This is an optimization exercise on Yosys and OpenROAD, whose aim is small area, not a production implementation. Only simulation tests tie the RTL to the original design; equivalence was not proved. Power is estimated from default activity; no workload was simulated.

Setup of run A:
// execCore
module execCore (
    input  logic             clk,
    input  logic             rst,
    input  logic             instValid,
    input  rv32Pkg::word_t   instr,
    input  rv32Pkg::word_t   pc,
    output logic             resultValid,
    output rv32Pkg::word_t   result,
    output rv32Pkg::regIdx_t resultRd,
    output logic             branchValid,
    output logic             branchTaken,
    output rv32Pkg::word_t   branchTarget,
    output logic             illegal
);
export LEC_CHECK = 0
export CAP_MARGIN = 20
export CORE_MARGIN = 2
export CORE_UTILIZATION = 55
export GPL_TIMING_DRIVEN = 0
export SETUP_SLACK_MARGIN = 0.35
export SLEW_MARGIN = 20
export SYNTH_HIERARCHICAL = 1
create_clock -name core_clock -period 7.0 [get_ports {clk}]
standard.sh (not shown) runs the stock make flow with config.mk's settings and CLKGATE_MAP_FILE= SYNTH_SCRIPT=/design/flow/synth_recipe.tcl, a recipe that flattens the netlist after the stock synthesis.
==> flow/flow/run.sh <==
#!/bin/bash
# Standard ORFS layout (the standard.sh, standard synthesis unchanged) with:
#  - port buffers from a plain buf_2 rather than the library's delay buffer
#  - CTS without dummy balancing loads

# Each make run's full output goes to its own log file in the work folder.
set -euo pipefail
cd "$(dirname "$0")/.."
CTS="-sink_clustering_enable -repair_clock_nets -dont_use_dummy_load"
CTS="$CTS -sink_clustering_size ${CTS_SIZE:-30} -sink_clustering_max_diameter ${CTS_DIAM:-70}"
CTS="$CTS -buf_list {sky130_fd_sc_hd__clkbuf_8 sky130_fd_sc_hd__clkbuf_16}"
bash standard.sh \
    "BUFFER_PORTS_ARGS=-buffer_cell sky130_fd_sc_hd__buf_2" \
    "CTS_ARGS=$CTS" \
    finish > flow_make.log 2>&1
[inputs] run B vs run A
- SETUP_SLACK_MARGIN changed from 0.35 to 0.15
diff --git a/flow/flow/run.sh b/flow/flow/run.sh
--- a/flow/flow/run.sh
+++ b/flow/flow/run.sh
@@ -8,5 +8,5 @@
 cd "$(dirname "$0")/.."
 CTS="-sink_clustering_enable -repair_clock_nets -dont_use_dummy_load"
-CTS="$CTS -sink_clustering_size ${CTS_SIZE:-30} -sink_clustering_max_diameter ${CTS_DIAM:-70}"
+CTS="$CTS -sink_clustering_size ${CTS_SIZE:-30} -sink_clustering_max_diameter ${CTS_DIAM:-80}"
 CTS="$CTS -buf_list {sky130_fd_sc_hd__clkbuf_8 sky130_fd_sc_hd__clkbuf_16}"
 bash standard.sh \
--- outcome ---
Global-route usage over all layers: run A vs run B, no meaningful difference
Between run A and run B, the flip-flop and latch count figures differ only marginally.
Fraction of the cycle the final worst path needs for run B is higher than for run A.
Run B against run A: power consumed by the clock network saw a decrease, pre-CTS setup slack saw little to no change, largest clock skew in the final design saw a decrease, remaining max-slew budget at the tightest pin saw a decrease.
[compare] base=run A new=run B: met2 routing resource usage after global routing saw little to no change; cell count held.
Edits applied to the flow inputs when going from run B to run C:
- a change of CORE_UTILIZATION from 55 to 65
- a change of SETUP_SLACK_MARGIN from 0.15 to 0.25
==> flow/flow/run.sh <==
#!/bin/bash
# Standard ORFS layout (the standard.sh, standard synthesis unchanged) with:
#  - port buffers from a plain buf_1 rather than the library's delay buffer
#  - CTS without dummy balancing loads

# Each make run's full output goes to its own log file in the work folder.
set -euo pipefail
cd "$(dirname "$0")/.."
CTS="-sink_clustering_enable -repair_clock_nets -dont_use_dummy_load"
CTS="$CTS -sink_clustering_size ${CTS_SIZE:-30} -sink_clustering_max_diameter ${CTS_DIAM:-75}"
CTS="$CTS -buf_list {sky130_fd_sc_hd__clkbuf_8 sky130_fd_sc_hd__clkbuf_16}"
bash standard.sh \
    "BUFFER_PORTS_ARGS=-buffer_cell sky130_fd_sc_hd__buf_1" \
    "CTS_ARGS=$CTS" \
    finish > flow_make.log 2>&1
[summary]
Per the final summary, run C finished and its layout is clean on timing, DRC and antenna.
Run C ends up with a post-route minimum period that is 0.045 ns higher than in run B.
Diff run B..run C | data required time of the critical path | negligible
Run C vs. run B: total length of routed wires comparable, wire length on met3 has increased, area growth from synthesis to layout moved down, part of the power in the clock network was more or less identical, power share of the combinational group shows no meaningful change.

## what the ideal ports hide
How much do the figures lean on ideal ports? The routed layouts below were timed once more, with nothing changed but the port constraints. Step 1, drivers: a clkbuf_16 drives clk and a buf_2 each remaining input, both assumed. Step 2 also shifts input and output timing later by t, the mid clock arrival at the registers, as if the neighbouring blocks saw the same clock. a / b / c = ideal / step 1 / step 2; a / b = the first two.
run	t (ns)	slack for setup (ns)	worst setup path after step 2	slew at the worst register clock pin (ns)
run A	0.721	0.221 / 0.263 / -0.458	input to register	0.12 / 0.12
run B	0.706	0.183 / 0.229 / -0.476	input to register	0.11 / 0.11
run C	0.691	0.138 / 0.177 / -0.514	input to register	0.12 / 0.12
With both steps, setup timing fails in every run listed, where it was met with ideal ports. For run A, which loses most, drivers alone change the setup slack by +0.042 ns; drivers and shift together by -0.679 ns.
